Background: an optimization exercise with open tools, aiming at a short achievable clock period and few clock cycles per item. Do not read the settings as production practice.
Power and IR drop assume default switching activity.

==> v1 <==
==> flow/design.v <==
`default_nettype none
package mips_decls_p;
   localparam logic [5:0] OP_RTYPE = 6'b000000;
   localparam logic [5:0] OP_J     = 6'b000010;
   localparam logic [5:0] OP_BEQ   = 6'b000100;
   localparam logic [5:0] OP_ADDI  = 6'b001000;
   localparam logic [5:0] OP_LW    = 6'b100011;
   localparam logic [5:0] OP_SW    = 6'b101011;
   localparam logic [5:0] F_ADD = 6'b100000;
   localparam logic [5:0] F_SUB = 6'b100010;
   localparam logic [5:0] F_AND = 6'b100100;
   localparam logic [5:0] F_OR  = 6'b100101;
   localparam logic [5:0] F_SLT = 6'b101010;
endpackage
`default_nettype wire
`timescale 1ns/1ps
`default_nettype none
module alu (
   input  logic [31:0] a,
   input  logic [31:0] b,
   input  logic        sub,
   input  logic        sel_and,
   input  logic        sel_or,
   input  logic        sel_slt,
   output logic [31:0] y
);
   logic [31:0] bb;
   logic [31:0] sum;
   logic        lt;
   assign bb  = sub ? ~b : b;
   assign sum = a + bb + {31'b0, sub};
   assign lt  = (a[31] ^ b[31]) ? a[31] : sum[31];
   always_comb begin
      if (sel_slt)
         y = {31'b0, lt};
      else if (sel_and)
         y = a & b;
      else if (sel_or)
         y = a | b;
      else
         y = sum;
   end
endmodule
`default_nettype wire
`timescale 1ns/1ps
`default_nettype none
module regfile (
   input  logic        clk,
   input  logic        we,
   input  logic [4:0]  ra1,
   input  logic [4:0]  ra2,
   input  logic [4:0]  wa,
   input  logic [31:0] wd,
   output logic [31:0] rd1,
   output logic [31:0] rd2
);
   logic [31:0] regs [1:31];
   always_ff @(posedge clk) begin
      if (we && (wa != 5'd0))
         regs[wa] <= wd;
   end
   assign rd1 = (ra1 == 5'd0) ? 32'd0 : regs[ra1];
   assign rd2 = (ra2 == 5'd0) ? 32'd0 : regs[ra2];
endmodule
`default_nettype wire
`timescale 1ns/1ps
`default_nettype none
import mips_decls_p::*;
module datapath (
   input  logic [31:0] instr,
   input  logic [9:0]  pc1,       
   output logic [9:0]  npc,       
   output logic [9:0]  alt,       
   output logic        pt         
);
   logic       isj;
   logic       isbeq;
   logic [9:0] tgt;
   assign isj   = (instr[31:26] == OP_J);
   assign isbeq = (instr[31:26] == OP_BEQ);
   assign tgt   = pc1 + instr[9:0];
   assign pt    = isbeq && (instr[15] || (instr[25:21] == instr[20:16]));
   assign npc   = isj ? instr[9:0] : (pt ? tgt : pc1);
   assign alt   = pt ? pc1 : tgt;
endmodule
`default_nettype wire
`timescale 1ns/1ps
`default_nettype none
import mips_decls_p::*;
module controller (
   input  logic [31:0] ir,
   output logic        wr,         
   output logic [4:0]  dst,
   output logic        useimm,     
   output logic        ld,
   output logic        st,
   output logic        beq,
   output logic        sub,
   output logic        sel_and,
   output logic        sel_or,
   output logic        sel_slt
);
   logic [5:0] op;
   logic [5:0] fn;
   logic       rtype;
   logic       addi;
   assign op    = ir[31:26];
   assign fn    = ir[5:0];
   assign rtype = (op == OP_RTYPE);
   assign addi  = (op == OP_ADDI);
   assign ld    = (op == OP_LW);
   assign st    = (op == OP_SW);
   assign beq   = (op == OP_BEQ);
   assign dst     = rtype ? ir[15:11] : ir[20:16];
   assign wr      = (rtype | addi) && (dst != 5'd0);
   assign useimm  = addi | ld | st;
   assign sub     = rtype && ((fn == F_SUB) || (fn == F_SLT));
   assign sel_and = rtype && (fn == F_AND);
   assign sel_or  = rtype && (fn == F_OR);
   assign sel_slt = rtype && (fn == F_SLT);
endmodule
`default_nettype wire
`timescale 1ns/1ps
`default_nettype none
module mips (
   input  logic        clk,
   input  logic        rst,
   output logic [31:0] adr,
   output logic [31:0] writedata,
   output logic        memwrite,
   input  logic [31:0] readdata
);
   logic [9:0]  pc;
   logic [9:0]  pc1;
   logic [9:0]  f_npc;
   logic [9:0]  f_alt;
   logic        f_pt;
   logic [9:0]  pc_next;
   logic        f_wr;
   logic [4:0]  f_dst;
   logic        f_useimm;
   logic        f_ld;
   logic        f_st;
   logic        f_beq;
   logic        f_sub;
   logic        f_and;
   logic        f_or;
   logic        f_slt;
   logic [4:0]  f_rs;
   logic [4:0]  f_rt;
   logic [31:0] f_imm;
   logic [31:0] rf1;
   logic [31:0] rf2;
   logic [31:0] f_a;
   logic [31:0] f_t;
   logic        x_v;
   logic        x_wr;
   logic [4:0]  x_dst;
   logic        x_useimm;
   logic        x_ld;
   logic        x_st;
   logic        x_beq;
   logic        x_pt;
   logic [9:0]  x_alt;
   logic        x_sub;
   logic        x_and;
   logic        x_or;
   logic        x_slt;
   logic [4:0]  x_rs;
   logic [4:0]  x_rt;
   logic [31:0] x_a;
   logic [31:0] x_b;
   logic [31:0] x_s;
   logic [31:0] x_y;
   logic        x_wen;
   logic        x_mis;
   logic        x_mem;
   logic        m_v;
   logic        m_ld;
   logic [4:0]  m_dst;
   logic        m_wen;
   logic        rf_we;
   logic [4:0]  rf_wa;
   logic [31:0] rf_wd;
   assign pc1 = pc + 10'd1;
   datapath u_fetch (
      .instr (readdata),
      .pc1   (pc1),
      .npc   (f_npc),
      .alt   (f_alt),
      .pt    (f_pt)
   );
   assign pc_next = m_v ? pc : (x_mis ? x_alt : f_npc);
   always_ff @(posedge clk) begin
      if (rst)
         pc <= 10'd0;
      else
         pc <= pc_next;
   end
   assign f_rs  = readdata[25:21];
   assign f_rt  = readdata[20:16];
   assign f_imm = {{16{readdata[15]}}, readdata[15:0]};
   controller u_dec (
      .ir      (readdata),
      .wr      (f_wr),
      .dst     (f_dst),
      .useimm  (f_useimm),
      .ld      (f_ld),
      .st      (f_st),
      .beq     (f_beq),
      .sub     (f_sub),
      .sel_and (f_and),
      .sel_or  (f_or),
      .sel_slt (f_slt)
   );
   regfile u_rf (
      .clk (clk),
      .we  (rf_we),
      .ra1 (f_rs),
      .ra2 (f_rt),
      .wa  (rf_wa),
      .wd  (rf_wd),
      .rd1 (rf1),
      .rd2 (rf2)
   );
   assign f_a = (x_wen && (x_dst == f_rs)) ? x_y : rf1;
   assign f_t = (x_wen && (x_dst == f_rt)) ? x_y : rf2;
   alu u_alu (
      .a       (x_a),
      .b       (x_b),
      .sub     (x_sub),
      .sel_and (x_and),
      .sel_or  (x_or),
      .sel_slt (x_slt),
      .y       (x_y)
   );
   assign x_wen = x_v & x_wr & ~m_v;
   assign x_mis = x_v & x_beq & ((x_a == x_s) != x_pt);
   assign x_mem = x_v & (x_ld | x_st) & ~m_v;
   always_ff @(posedge clk) begin
      if (rst)
         x_v <= 1'b0;
      else if (!m_v)
         x_v <= ~x_mis;
   end
   always_ff @(posedge clk) begin
      if (!m_v) begin
         x_wr     <= f_wr;
         x_dst    <= f_dst;
         x_useimm <= f_useimm;
         x_ld     <= f_ld;
         x_st     <= f_st;
         x_beq    <= f_beq;
         x_pt     <= f_pt;
         x_alt    <= f_alt;
         x_sub    <= f_sub;
         x_and    <= f_and;
         x_or     <= f_or;
         x_slt    <= f_slt;
         x_rs     <= f_rs;
         x_rt     <= f_rt;
         x_a      <= f_a;
         x_b      <= f_useimm ? f_imm : f_t;
         x_s      <= f_t;
      end else if (m_wen) begin
         if (m_dst == x_rs)
            x_a <= readdata;
         if (!x_useimm && (m_dst == x_rt))
            x_b <= readdata;
         if (m_dst == x_rt)
            x_s <= readdata;
      end
   end
   assign m_wen = m_v & m_ld & (m_dst != 5'd0);
   always_ff @(posedge clk) begin
      if (rst) begin
         m_v      <= 1'b0;
         memwrite <= 1'b0;
         adr      <= 32'd0;
      end else begin
         m_v      <= x_mem;
         memwrite <= x_mem & x_st;
         adr      <= x_mem ? x_y : {20'd0, pc_next, 2'b00};
      end
   end
   always_ff @(posedge clk) begin
      if (!m_v) begin
         m_ld      <= x_ld;
         m_dst     <= x_dst;
         writedata <= x_s;
      end
   end
   assign rf_we = x_wen | m_wen;
   assign rf_wa = m_v ? m_dst : x_dst;
   assign rf_wd = m_v ? readdata : x_y;
endmodule
`default_nettype wire
==> flow/run.sh <==
#!/bin/bash
# synth_recipe.tcl (not shown) runs the flow's synth.tcl, then flattens the netlist and writes it again
# the make line also repeats each setting of config.mk as NAME=value (left out here)
make -C /OpenROAD-flow-scripts/flow DESIGN_CONFIG=/design/flow/config.mk WORK_HOME=/design/flow/orfs CLKGATE_MAP_FILE= SYNTH_SCRIPT=/design/flow/synth_recipe.tcl finish
==> flow/config.mk <==
export PLATFORM = sky130hd
export DESIGN_NAME = mips
export DESIGN_NICKNAME = mips
export VERILOG_FILES = /design/flow/design.v
export SDC_FILE = /design/flow/constraint.sdc
export NUM_CORES = 4
export LEC_CHECK = 0
export ABC_CLOCK_PERIOD_IN_PS = 2500
export CAP_MARGIN = 20
export CORE_MARGIN = 2
export CORE_UTILIZATION = 40
export GPL_TIMING_DRIVEN = 1
export SETUP_SLACK_MARGIN = 5
export SLEW_MARGIN = 20
==> flow/constraint.sdc <==
create_clock -name core_clock -period 9.0 [get_ports {clk}]
set_input_delay 1.8000 -clock core_clock [delete_from_list [all_inputs] [get_ports {clk}]]
set_output_delay 1.8000 -clock core_clock [all_outputs]
set_load 0.01 [all_outputs]
==> inputs of v15, as changes to v1 <==
==> flow/design.v, changed modules only <==
module mips (
   input  logic        clk,
   input  logic        rst,
   output logic [31:0] adr,
   output logic [31:0] writedata,
   output logic        memwrite,
   input  logic [31:0] readdata
);
   logic [9:0]  pc;
   logic [9:0]  pc1;
   logic [9:0]  f_npc;
   logic [9:0]  f_alt;
   logic        f_pt;
   logic [9:0]  pc_next;
   logic        f_wr;
   logic [4:0]  f_dst;
   logic        f_useimm;
   logic        f_ld;
   logic        f_st;
   logic        f_beq;
   logic        f_sub;
   logic        f_and;
   logic        f_or;
   logic        f_slt;
   logic [4:0]  f_rs;
   logic [4:0]  f_rt;
   logic [31:0] f_imm;
   logic [31:0] rf1;
   logic [31:0] rf2;
   logic [31:0] f_a;
   logic [31:0] f_t;
   logic        x_v;
   logic        x_wr;
   logic [4:0]  x_dst;
   logic        x_useimm;
   logic        x_ld;
   logic        x_st;
   logic        x_beq;
   logic        x_pt;
   logic [9:0]  x_alt;
   logic        x_sub;
   logic        x_and;
   logic        x_or;
   logic        x_slt;
   logic [4:0]  x_rs;
   logic [4:0]  x_rt;
   logic [31:0] x_a;
   logic [31:0] x_b;
   logic [31:0] x_s;
   logic [31:0] x_y;
   logic        x_wen;
   logic        x_fa;
   logic        x_fb;
   logic        x_fs;
   logic [31:0] x_ea;
   logic [31:0] x_eb;
   logic [31:0] x_es;
   logic        x_mis;
   logic        x_mem;
   logic        m_v;
   logic        m_ld;
   logic [4:0]  m_dst;
   logic        m_wen;
   logic        w_v;
   logic [4:0]  w_dst;
   logic [31:0] w_y;
   assign pc1 = pc + 10'd1;
   datapath u_fetch (
      .instr (readdata),
      .pc1   (pc1),
      .npc   (f_npc),
      .alt   (f_alt),
      .pt    (f_pt)
   );
   assign pc_next = m_v ? pc : (x_mis ? x_alt : f_npc);
   always_ff @(posedge clk) begin
      if (rst)
         pc <= 10'd0;
      else
         pc <= pc_next;
   end
   assign f_rs  = readdata[25:21];
   assign f_rt  = readdata[20:16];
   assign f_imm = {{16{readdata[15]}}, readdata[15:0]};
   controller u_dec (
      .ir      (readdata),
      .wr      (f_wr),
      .dst     (f_dst),
      .useimm  (f_useimm),
      .ld      (f_ld),
      .st      (f_st),
      .beq     (f_beq),
      .sub     (f_sub),
      .sel_and (f_and),
      .sel_or  (f_or),
      .sel_slt (f_slt)
   );
   regfile u_rf (
      .clk (clk),
      .we  (w_v),
      .ra1 (f_rs),
      .ra2 (f_rt),
      .wa  (w_dst),
      .wd  (w_y),
      .rd1 (rf1),
      .rd2 (rf2)
   );
   assign f_a = (w_v && (w_dst == f_rs)) ? w_y : rf1;
   assign f_t = (w_v && (w_dst == f_rt)) ? w_y : rf2;
   assign x_ea = x_fa ? w_y : x_a;
   assign x_eb = x_fb ? w_y : x_b;
   assign x_es = x_fs ? w_y : x_s;
   alu u_alu (
      .a       (x_ea),
      .b       (x_eb),
      .sub     (x_sub),
      .sel_and (x_and),
      .sel_or  (x_or),
      .sel_slt (x_slt),
      .y       (x_y)
   );
   assign x_wen = x_v & x_wr & ~m_v;
   assign x_mis = x_v & x_beq & ((x_ea == x_es) != x_pt);
   assign x_mem = x_v & (x_ld | x_st) & ~m_v;
   always_ff @(posedge clk) begin
      if (rst)
         x_v <= 1'b0;
      else if (!m_v)
         x_v <= ~x_mis;
   end
   always_ff @(posedge clk) begin
      if (!m_v) begin
         x_wr     <= f_wr;
         x_dst    <= f_dst;
         x_useimm <= f_useimm;
         x_ld     <= f_ld;
         x_st     <= f_st;
         x_beq    <= f_beq;
         x_pt     <= f_pt;
         x_alt    <= f_alt;
         x_sub    <= f_sub;
         x_and    <= f_and;
         x_or     <= f_or;
         x_slt    <= f_slt;
         x_rs     <= f_rs;
         x_rt     <= f_rt;
         x_a      <= f_a;
         x_b      <= f_useimm ? f_imm : f_t;
         x_s      <= f_t;
         x_fa     <= x_wen && (x_dst == f_rs);
         x_fb     <= x_wen && (x_dst == f_rt) && !f_useimm;
         x_fs     <= x_wen && (x_dst == f_rt);
      end else begin
         x_fa     <= m_wen && (m_dst == x_rs);
         x_fb     <= m_wen && (m_dst == x_rt) && !x_useimm;
         x_fs     <= m_wen && (m_dst == x_rt);
      end
   end
   always_ff @(posedge clk) begin
      if (rst)
         w_v <= 1'b0;
      else
         w_v <= x_wen | m_wen;
   end
   always_ff @(posedge clk) begin
      w_dst <= m_v ? m_dst : x_dst;
      w_y   <= m_v ? readdata : x_y;
   end
   assign m_wen = m_v & m_ld & (m_dst != 5'd0);
   always_ff @(posedge clk) begin
      if (rst) begin
         m_v      <= 1'b0;
         memwrite <= 1'b0;
         adr      <= 32'd0;
      end else begin
         m_v      <= x_mem;
         memwrite <= x_mem & x_st;
         adr      <= x_mem ? x_y : {20'd0, pc_next, 2'b00};
      end
   end
   always_ff @(posedge clk) begin
      if (!m_v) begin
         m_ld      <= x_ld;
         m_dst     <= x_dst;
         writedata <= x_es;
      end
   end
endmodule
==> flow/flow/run.sh (new file) <==
#!/bin/bash
set -euo pipefail
bash standard.sh SETUP_SLACK_MARGIN=6.0 finish > standard_make.log 2>&1
==> flow/standard.sh (new file) <==
#!/bin/bash
# synth_recipe.tcl (not shown) runs the flow's synth.tcl, then flattens the netlist and writes it again
# the make line also repeats each setting of config.mk as NAME=value (left out here)
make -C /OpenROAD-flow-scripts/flow DESIGN_CONFIG=/design/flow/config.mk WORK_HOME=/design/flow/orfs CLKGATE_MAP_FILE= SYNTH_SCRIPT=/design/flow/synth_recipe.tcl "${@:-finish}"
Settings changed: ABC_CLOCK_PERIOD_IN_PS 2500 to 2000, SETUP_SLACK_MARGIN 5 to unset.
removed: flow/run.sh
==> summary of the runs <==
v1 ran to the end with no violations. v15 finished clean. Against v1, the clock power of v15 is higher by 13%. Between v15 and v1, the lower combinational power is in v1 (gap 11%, measured against v1). Against v1, the count of clock-buffer cells in the layout of v15 is higher by 16. Of v1 and v15, v15 has the higher area after synthesis (gap about 5%, measured against v15).
Function was not checked in any run of this note: the RTL went through the layout flow alone.

## afterwards: timing with drivers on the ports
The flow's constraints put no driver on any port. The routed layouts listed below were extracted and timed again, unchanged, in two steps.
Step 1 (the two cells are an assumption about what drives the block):
set clk [get_ports {clk}]
set_driving_cell -lib_cell sky130_fd_sc_hd__clkbuf_16 $clk
set_driving_cell -lib_cell sky130_fd_sc_hd__buf_2 [delete_from_list [all_inputs] $clk]
Step 2 also shifts input and output timing later by t, the mid clock arrival at the registers, as if the neighbouring blocks saw the same clock.
Slacks: no drivers / after step 1 / after step 2; pairs: no drivers / after step 1.
run	t, ns	slack for setup (ns)	latest minus earliest clock arrival (ns)	worst register clock-pin slew, ns
v1	0.819	4.918 / 4.796 / 3.978	0.055 / 0.055	0.07 / 0.07
v15	0.864	5.145 / 5.145 / 4.402	0.039 / 0.038	0.07 / 0.07
After both steps every run listed still meets setup and hold. For v1, which loses most, drivers alone change the setup slack by -0.122 ns; drivers and shift together by -0.940 ns.
